Source: an optimization exercise on an open RTL-to-GDS flow (aim: small area, a short achievable clock period and few clock cycles). Production flows keep margins and buffers that such runs may drop.
RTL that was checked went through simulation tests only; none was proved equivalent to the original.
Power figures rest on the tool's default switching activity, not on a simulated workload.

==> inputs of 03-10 <==
==> flow/design.v <==
module mcu_test_sequencer #(
  parameter int unsigned DEPTH     = 64,
  parameter int unsigned ADDR_W    = $clog2(DEPTH),
  parameter int unsigned DATA_W    = 16,
  parameter bit          SIGN_EXT  = 1'b1,
  parameter int unsigned ROM_LAT   = 1,
  parameter logic [31:0] FINISH_PC = 32'h64,
  parameter int unsigned TIMEOUT   = 20'hFFFFF,
  parameter int unsigned CNT_W     = 20
) (
  input  logic              clk_sys,
  input  logic              rst_sync,
  input  logic              start,
  output logic [ADDR_W-1:0] rom_addr,
  input  logic [DATA_W-1:0] rom_rdata,
  output logic [ADDR_W-1:0] ram_addr,
  output logic              ram_we,
  output logic [DATA_W-1:0] ram_wdata,
  output logic              cpu_rst,
  input  logic [31:0]       cpu_pc,
  input  logic [31:0]       cpu_mem_addr,
  input  logic              cpu_mem_we,
  input  logic [31:0]       cpu_mem_wdata,
  output logic [31:0]       cpu_mem_rdata,
  output logic              busy,
  output logic              done,
  output logic              timeout_err,
  output logic [CNT_W-1:0]  cycle_cnt
);
  localparam logic [ADDR_W-1:0] IDX_LAST = ADDR_W'(DEPTH - 1);
  localparam logic [CNT_W-1:0]  RUN_LAST = CNT_W'(TIMEOUT - 1);
  localparam logic [31:0]       EXT_MASK =
    (DATA_W >= 32) ? 32'h0 : ~((32'h1 << DATA_W) - 32'h1);
  logic st_start_q, st_load_q, st_run_q, st_wb_q, st_done_q, st_err_q;
  logic st_start_d, st_load_d, st_run_d, st_wb_d, st_done_d, st_err_d;
  logic [ADDR_W-1:0] idx_q, idx_d;
  logic [CNT_W-1:0]  cnt_q, cnt_d;
  logic [7:0]        ilo_q, rhi_q, lhi_q;
  logic [31:0]       mem_q [DEPTH];
  logic [31:0]       ext_rdata;
  logic [31:0]       wdata;
  logic              cpu_in_range;
  logic              unused_byte_lane;
  logic              finish, tmo, go, idx_last, run_we;
  logic [7:2]        a, a_n;
  localparam int unsigned RD_SLICES = 4;
  localparam int unsigned RD_BITS   = 32 / RD_SLICES;
  logic [7:0]        sel_lo [RD_SLICES];
  logic [7:0]        sel_hi [RD_SLICES];
  logic [7:0]        wr_lo, wr_hi;
  logic [DEPTH-1:0]  wsel;
  logic [31:0]       rdata;
  assign ext_rdata = (SIGN_EXT && rom_rdata[DATA_W-1]) ? (32'(rom_rdata) | EXT_MASK)
                                                       : 32'(rom_rdata);
  assign a                = cpu_mem_addr[7:2];
  assign a_n              = ~cpu_mem_addr[7:2];
  assign unused_byte_lane = ^cpu_mem_addr[1:0];
  mcu_test_sequencer_zero24 u_range (.x(cpu_mem_addr[31:8]), .zero(cpu_in_range));
  assign finish   = (cpu_pc == FINISH_PC);
  assign tmo      = (cnt_q == RUN_LAST);
  assign go       = (st_done_q | st_err_q) & start;
  assign idx_last = (idx_q == IDX_LAST);
  assign run_we   = st_run_q & cpu_mem_we;
  always_comb begin
    st_start_d = 1'b0;
    st_load_d  = go | st_start_q | (st_load_q & ~idx_last);
    st_run_d   = (st_load_q & idx_last) | (st_run_q & ~finish & ~tmo);
    st_wb_d    = (st_run_q & finish) | (st_wb_q & ~idx_last);
    st_done_d  = (st_wb_q & idx_last) | (st_done_q & ~start);
    st_err_d   = (st_run_q & ~finish & tmo) | (st_err_q & ~start);
  end
  always_comb begin
    idx_d = idx_q;
    if (st_start_q | go | ((st_load_q | st_wb_q) & ~idx_last) | (st_run_q & finish))
      idx_d = st_start_q ? '0 : idx_q + 1'b1;
  end
  always_comb begin
    cnt_d = cnt_q;
    if (st_load_q)     cnt_d = '0;
    else if (st_run_q) cnt_d = cnt_q + 1'b1;
  end
  for (genvar j = 0; j < 8; j++) begin : g_sel
    logic x0, x1, x2, y0, y1, y2;
    assign x0 = j[0] ? a[2] : a_n[2];
    assign x1 = j[1] ? a[3] : a_n[3];
    assign x2 = j[2] ? a[4] : a_n[4];
    assign y0 = j[0] ? a[5] : a_n[5];
    assign y1 = j[1] ? a[6] : a_n[6];
    assign y2 = j[2] ? a[7] : a_n[7];
    for (genvar s = 0; s < RD_SLICES; s++) begin : g_slice
      mcu_test_sequencer_sel3 u_rlo (.en(st_run_q), .x0(x0), .x1(x1), .x2(x2),
                                     .alt(ilo_q[j]), .sel(sel_lo[s][j]));
      mcu_test_sequencer_sel4 u_rhi (.en(st_run_q), .ok(cpu_in_range), .x0(y0), .x1(y1), .x2(y2),
                                     .alt(rhi_q[j]), .sel(sel_hi[s][j]));
    end
    mcu_test_sequencer_sel3 u_wlo (.en(st_run_q), .x0(x0), .x1(x1), .x2(x2),
                                   .alt(ilo_q[j]), .sel(wr_lo[j]));
    mcu_test_sequencer_sel4 u_whi (.en(run_we), .ok(cpu_in_range), .x0(y0), .x1(y1), .x2(y2),
                                   .alt(lhi_q[j]), .sel(wr_hi[j]));
  end
  always_comb begin
    for (int i = 0; i < DEPTH; i++) wsel[i] = wr_lo[i % 8] & wr_hi[i / 8];
  end
  assign wdata = st_load_q ? ext_rdata : cpu_mem_wdata;
  for (genvar b = 0; b < 32; b++) begin : g_rd
    logic [7:0] grp_bit;
    for (genvar g = 0; g < 8; g++) begin : g_grp
      logic [7:0] word_bit;
      for (genvar j = 0; j < 8; j++) begin : g_w
        assign word_bit[j] = mem_q[8*g+j][b];
      end
      mcu_test_sequencer_ao8 u_lo (.sel(sel_lo[b / RD_BITS]), .d(word_bit), .y(grp_bit[g]));
    end
    mcu_test_sequencer_ao8 u_hi (.sel(sel_hi[b / RD_BITS]), .d(grp_bit), .y(rdata[b]));
  end
  always_ff @(posedge clk_sys or posedge rst_sync) begin
    if (rst_sync) begin
      st_start_q <= 1'b1;
      st_load_q  <= 1'b0;
      st_run_q   <= 1'b0;
      st_wb_q    <= 1'b0;
      st_done_q  <= 1'b0;
      st_err_q   <= 1'b0;
      ilo_q      <= '0;
      rhi_q      <= '0;
      lhi_q      <= '0;
    end else begin
      st_start_q <= st_start_d;
      st_load_q  <= st_load_d;
      st_run_q   <= st_run_d;
      st_wb_q    <= st_wb_d;
      st_done_q  <= st_done_d;
      st_err_q   <= st_err_d;
      for (int j = 0; j < 8; j++) begin
        ilo_q[j] <= ~st_run_d & (idx_d[2:0] == 3'(j));
        rhi_q[j] <= st_wb_d   & (idx_d[5:3] == 3'(j));
        lhi_q[j] <= st_load_d & (idx_d[5:3] == 3'(j));
      end
    end
  end
  always_ff @(posedge clk_sys) begin
    idx_q <= idx_d;
    cnt_q <= cnt_d;
  end
  always_ff @(posedge clk_sys) begin
    for (int i = 0; i < DEPTH; i++)
      if (wsel[i]) mem_q[i] <= wdata;
  end
  assign rom_addr      = st_start_q ? '0 : idx_q + 1'b1;
  assign ram_addr      = idx_q;
  assign ram_wdata     = rdata[DATA_W-1:0];
  assign cpu_mem_rdata = rdata;
  assign ram_we        = st_wb_q;
  assign cpu_rst       = ~st_run_q;
  assign busy          = st_load_q | st_run_q | st_wb_q;
  assign done          = st_done_q;
  assign timeout_err   = st_err_q;
  assign cycle_cnt     = cnt_q;
endmodule
module mcu_test_sequencer_ao8 (
  input  logic [7:0] sel,
  input  logic [7:0] d,
  output logic       y
);
  assign y = |(sel & d);
endmodule
module mcu_test_sequencer_sel3 (
  input  logic en,
  input  logic x0,
  input  logic x1,
  input  logic x2,
  input  logic alt,
  output logic sel
);
  assign sel = (en & x0 & x1 & x2) | alt;
endmodule
module mcu_test_sequencer_sel4 (
  input  logic en,
  input  logic ok,
  input  logic x0,
  input  logic x1,
  input  logic x2,
  input  logic alt,
  output logic sel
);
  assign sel = (en & ok & x0 & x1 & x2) | alt;
endmodule
module mcu_test_sequencer_zero24 (
  input  logic [23:0] x,
  output logic        zero
);
  assign zero = ~|x;
endmodule
==> flow/flow/run.sh <==
#!/bin/bash
# Standard layout, with the ports buffered by plain buffers (buf_4) instead of
# the default delay buffers, and timing repair free to change a cell's footprint.
set -euo pipefail
bash standard.sh "BUFFER_PORTS_ARGS=-buffer_cell sky130_fd_sc_hd__buf_4" MATCH_CELL_FOOTPRINT=0 finish > standard_flow.log 2>&1
==> flow/standard.sh <==
#!/bin/bash
# synth_recipe.tcl (not shown) runs the flow's synth.tcl, then flattens the netlist and writes it again
# the make line also repeats each setting of config.mk as NAME=value (left out here)
make -C /OpenROAD-flow-scripts/flow DESIGN_CONFIG=/design/flow/config.mk WORK_HOME=/design/flow/orfs CLKGATE_MAP_FILE= SYNTH_SCRIPT=/design/flow/synth_recipe.tcl "${@:-finish}"
==> flow/config.mk <==
export PLATFORM = sky130hd
export DESIGN_NAME = mcu_test_sequencer
export DESIGN_NICKNAME = mcu_test_sequencer
export VERILOG_FILES = /design/flow/design.v
export SDC_FILE = /design/flow/constraint.sdc
export NUM_CORES = 4
export LEC_CHECK = 0
export CAP_MARGIN = 20
export CORE_MARGIN = 2
export CORE_UTILIZATION = 50
export CTS_CLUSTER_DIAMETER = 100
export CTS_CLUSTER_SIZE = 24
export SETUP_SLACK_MARGIN = 2.0
export SLEW_MARGIN = 20
export SYNTH_HIERARCHICAL = 1
==> flow/constraint.sdc <==
create_clock -name core_clock -period 6.5 [get_ports {clk_sys}]
set_input_delay 1.3000 -clock core_clock [delete_from_list [all_inputs] [get_ports {clk_sys}]]
set_output_delay 1.3000 -clock core_clock [all_outputs]
set_load 0.01 [all_outputs]
==> 04-22: changes against 03-10 <==
==> flow/design.v, changed modules only <==
module mcu_test_sequencer #(
  parameter int unsigned DEPTH     = 64,
  parameter int unsigned ADDR_W    = $clog2(DEPTH),
  parameter int unsigned DATA_W    = 16,
  parameter bit          SIGN_EXT  = 1'b1,
  parameter int unsigned ROM_LAT   = 1,
  parameter logic [31:0] FINISH_PC = 32'h64,
  parameter int unsigned TIMEOUT   = 20'hFFFFF,
  parameter int unsigned CNT_W     = 20
) (
  input  logic              clk_sys,
  input  logic              rst_sync,
  input  logic              start,
  output logic [ADDR_W-1:0] rom_addr,
  input  logic [DATA_W-1:0] rom_rdata,
  output logic [ADDR_W-1:0] ram_addr,
  output logic              ram_we,
  output logic [DATA_W-1:0] ram_wdata,
  output logic              cpu_rst,
  input  logic [31:0]       cpu_pc,
  input  logic [31:0]       cpu_mem_addr,
  input  logic              cpu_mem_we,
  input  logic [31:0]       cpu_mem_wdata,
  output logic [31:0]       cpu_mem_rdata,
  output logic              busy,
  output logic              done,
  output logic              timeout_err,
  output logic [CNT_W-1:0]  cycle_cnt
);
  localparam logic [ADDR_W-1:0] IDX_LAST = ADDR_W'(DEPTH - 1);
  localparam logic [CNT_W-1:0]  RUN_LAST = CNT_W'(TIMEOUT - 1);
  localparam logic [31:0]       EXT_MASK =
    (DATA_W >= 32) ? 32'h0 : ~((32'h1 << DATA_W) - 32'h1);
  logic st_start_q, st_load_q, st_run_q, st_wb_q, st_done_q, st_err_q;
  logic st_start_d, st_load_d, st_run_d, st_wb_d, st_done_d, st_err_d;
  logic [ADDR_W-1:0] idx_q, idx_d;
  logic [7:0]        idx_lo_q, idx_hi_q;
  logic [CNT_W-1:0]  cnt_q, cnt_d;
  logic [31:0]       mem_q [DEPTH];
  logic [31:0]       ext_rdata;
  logic [31:0]       wdata;
  logic [ADDR_W-1:0] cpu_idx;
  logic              cpu_in_range;
  logic              unused_byte_lane;
  logic              finish, tmo, go, idx_last;
  assign ext_rdata = (SIGN_EXT && rom_rdata[DATA_W-1]) ? (32'(rom_rdata) | EXT_MASK)
                                                       : 32'(rom_rdata);
  assign cpu_idx          = cpu_mem_addr[ADDR_W+1:2];
  assign cpu_in_range     = (cpu_mem_addr[31:ADDR_W+2] == '0);
  assign unused_byte_lane = ^cpu_mem_addr[1:0];
  assign finish   = (cpu_pc == FINISH_PC);
  assign tmo      = (cnt_q == RUN_LAST);
  assign go       = (st_done_q | st_err_q) & start;
  assign idx_last = (idx_q == IDX_LAST);
  always_comb begin
    st_start_d = 1'b0;
    st_load_d  = go | st_start_q | (st_load_q & ~idx_last);
    st_run_d   = (st_load_q & idx_last) | (st_run_q & ~finish & ~tmo);
    st_wb_d    = (st_run_q & finish) | (st_wb_q & ~idx_last);
    st_done_d  = (st_wb_q & idx_last) | (st_done_q & ~start);
    st_err_d   = (st_run_q & ~finish & tmo) | (st_err_q & ~start);
  end
  always_comb begin
    idx_d = idx_q;
    if (st_start_q | go | ((st_load_q | st_wb_q) & ~idx_last) | (st_run_q & finish))
      idx_d = st_start_q ? '0 : idx_q + 1'b1;
  end
  always_comb begin
    cnt_d = cnt_q;
    if (st_load_q)     cnt_d = '0;
    else if (st_run_q) cnt_d = cnt_q + 1'b1;
  end
  logic [7:0]        cpu_lo, cpu_hi, sel_lo, sel_hi;
  logic [DEPTH-1:0]  wsel;
  logic [31:0]       rdata;
  always_comb begin
    for (int j = 0; j < 8; j++) begin
      cpu_lo[j] = (cpu_idx[2:0] == 3'(j));
      cpu_hi[j] = (cpu_idx[5:3] == 3'(j)) && cpu_in_range;
    end
  end
  assign sel_lo = ({8{st_run_q}} & cpu_lo) | ({8{~st_run_q}} & idx_lo_q);
  assign sel_hi = ({8{st_run_q}} & cpu_hi) | ({8{st_wb_q}} & idx_hi_q);
  always_comb begin
    for (int i = 0; i < DEPTH; i++)
      wsel[i] = sel_lo[i % 8] &
                ((st_run_q & cpu_mem_we & cpu_hi[i / 8]) | (st_load_q & idx_hi_q[i / 8]));
  end
  assign wdata = st_load_q ? ext_rdata : cpu_mem_wdata;
  for (genvar b = 0; b < 32; b++) begin : g_rd
    logic [7:0] grp_bit;
    for (genvar g = 0; g < 8; g++) begin : g_grp
      logic [7:0] word_bit;
      for (genvar j = 0; j < 8; j++) begin : g_w
        assign word_bit[j] = mem_q[8*g+j][b];
      end
      mcu_test_sequencer_ao8 u_lo (.sel(sel_lo), .d(word_bit), .y(grp_bit[g]));
    end
    mcu_test_sequencer_ao8 u_hi (.sel(sel_hi), .d(grp_bit), .y(rdata[b]));
  end
  always_ff @(posedge clk_sys or posedge rst_sync) begin
    if (rst_sync) begin
      st_start_q <= 1'b1;
      st_load_q  <= 1'b0;
      st_run_q   <= 1'b0;
      st_wb_q    <= 1'b0;
      st_done_q  <= 1'b0;
      st_err_q   <= 1'b0;
    end else begin
      st_start_q <= st_start_d;
      st_load_q  <= st_load_d;
      st_run_q   <= st_run_d;
      st_wb_q    <= st_wb_d;
      st_done_q  <= st_done_d;
      st_err_q   <= st_err_d;
    end
  end
  always_ff @(posedge clk_sys) begin
    idx_q <= idx_d;
    for (int j = 0; j < 8; j++) begin
      idx_lo_q[j] <= (idx_d[2:0] == 3'(j));
      idx_hi_q[j] <= (idx_d[5:3] == 3'(j));
    end
    cnt_q <= cnt_d;
  end
  always_ff @(posedge clk_sys) begin
    for (int i = 0; i < DEPTH; i++)
      if (wsel[i]) mem_q[i] <= wdata;
  end
  assign rom_addr      = st_start_q ? '0 : idx_q + 1'b1;
  assign ram_addr      = idx_q;
  assign ram_wdata     = rdata[DATA_W-1:0];
  assign cpu_mem_rdata = rdata;
  assign ram_we        = st_wb_q;
  assign cpu_rst       = ~st_run_q;
  assign busy          = st_load_q | st_run_q | st_wb_q;
  assign done          = st_done_q;
  assign timeout_err   = st_err_q;
  assign cycle_cnt     = cnt_q;
endmodule
// module mcu_test_sequencer_sel3 removed
// module mcu_test_sequencer_sel4 removed
// module mcu_test_sequencer_zero24 removed
==> flow/flow/run.sh (replaced) <==
#!/bin/bash
# Standard layout, with the ports buffered by plain buffers (buf_4) instead of
# the default delay buffers.
set -euo pipefail
bash standard.sh "BUFFER_PORTS_ARGS=-buffer_cell sky130_fd_sc_hd__buf_4" finish > standard_flow.log 2>&1
--- a/flow/config.mk
+++ b/flow/config.mk
@@ -7,9 +7,10 @@
 export LEC_CHECK = 0
 export CAP_MARGIN = 20
 export CORE_MARGIN = 2
-export CORE_UTILIZATION = 50
+export CORE_UTILIZATION = 58
 export CTS_CLUSTER_DIAMETER = 100
 export CTS_CLUSTER_SIZE = 24
+export PLACE_DENSITY = 0.66
 export SETUP_SLACK_MARGIN = 2.0
 export SLEW_MARGIN = 20
 export SYNTH_HIERARCHICAL = 1
==> notes.md <==
metric	03-10	04-22
Final worst path period need	4910 ps	5110 ps
Top routing layer in use	met5	met4
Run status	no timing/DRC/antenna violations	no timing/DRC/antenna violations
Global-route wire length before repair	349000 um	336000 um
Num rows	143	132
Post-synthesis to final-layout area growth	17.6%	19.1%
Postcts setup bufs	147	76
Core Area	152000 um^2	129000 um^2
Flip-flop and latch area	62800 um^2	62500 um^2
Clock share of power	29.2%	29.3%
R2R cell count	7	9
Initial antenna violation count	9	3
Tightest slew margin relative to the limit	14.8%	15.5%
Post-Synth Adder-Cell Area	0.0491%	0.0499%
Yosys top cell area share	80.4%	81.7%
Largest net degree at the start of global routing	65	87
Max Fclk	0.204 GHz	0.196 GHz
Area of the multi-input gates	15900 um^2	14700 um^2
HPWL after detailed placement	129000 um	119000 um
Testbench counts of 04-22, summed over its fixed seeds: cycles 14,809.
Only the layout flow was run in 03-10; the RTL was not checked for function there.

-- what the ideal ports hide --
How much do the figures lean on ideal ports? The routed layouts below were timed once more, with nothing changed but the port constraints. Step 1, drivers: a clkbuf_16 drives clk_sys and a buf_2 each remaining input, both assumed. Step 2, shift: input delay + t, output delay - t, t = (earliest + latest rising clock arrival at the registers) / 2. This alone moves slack from input paths to output paths. Three values: ideal ports, drivers, drivers and shift; two values: the first two.
run | t, ns | setup slack, ns | worst setup path after step 2 | worst register clock-pin slew, ns
03-10 | 0.825 | 1.594 / 1.235 / 1.235 | input to output | 0.11 / 0.11
04-22 | 0.828 | 1.391 / 1.302 / 1.302 | input to output | 0.10 / 0.10
After both steps every run listed still meets setup and hold. For 03-10, which loses most, drivers alone change the setup slack by -0.359 ns; drivers and shift together by -0.359 ns.
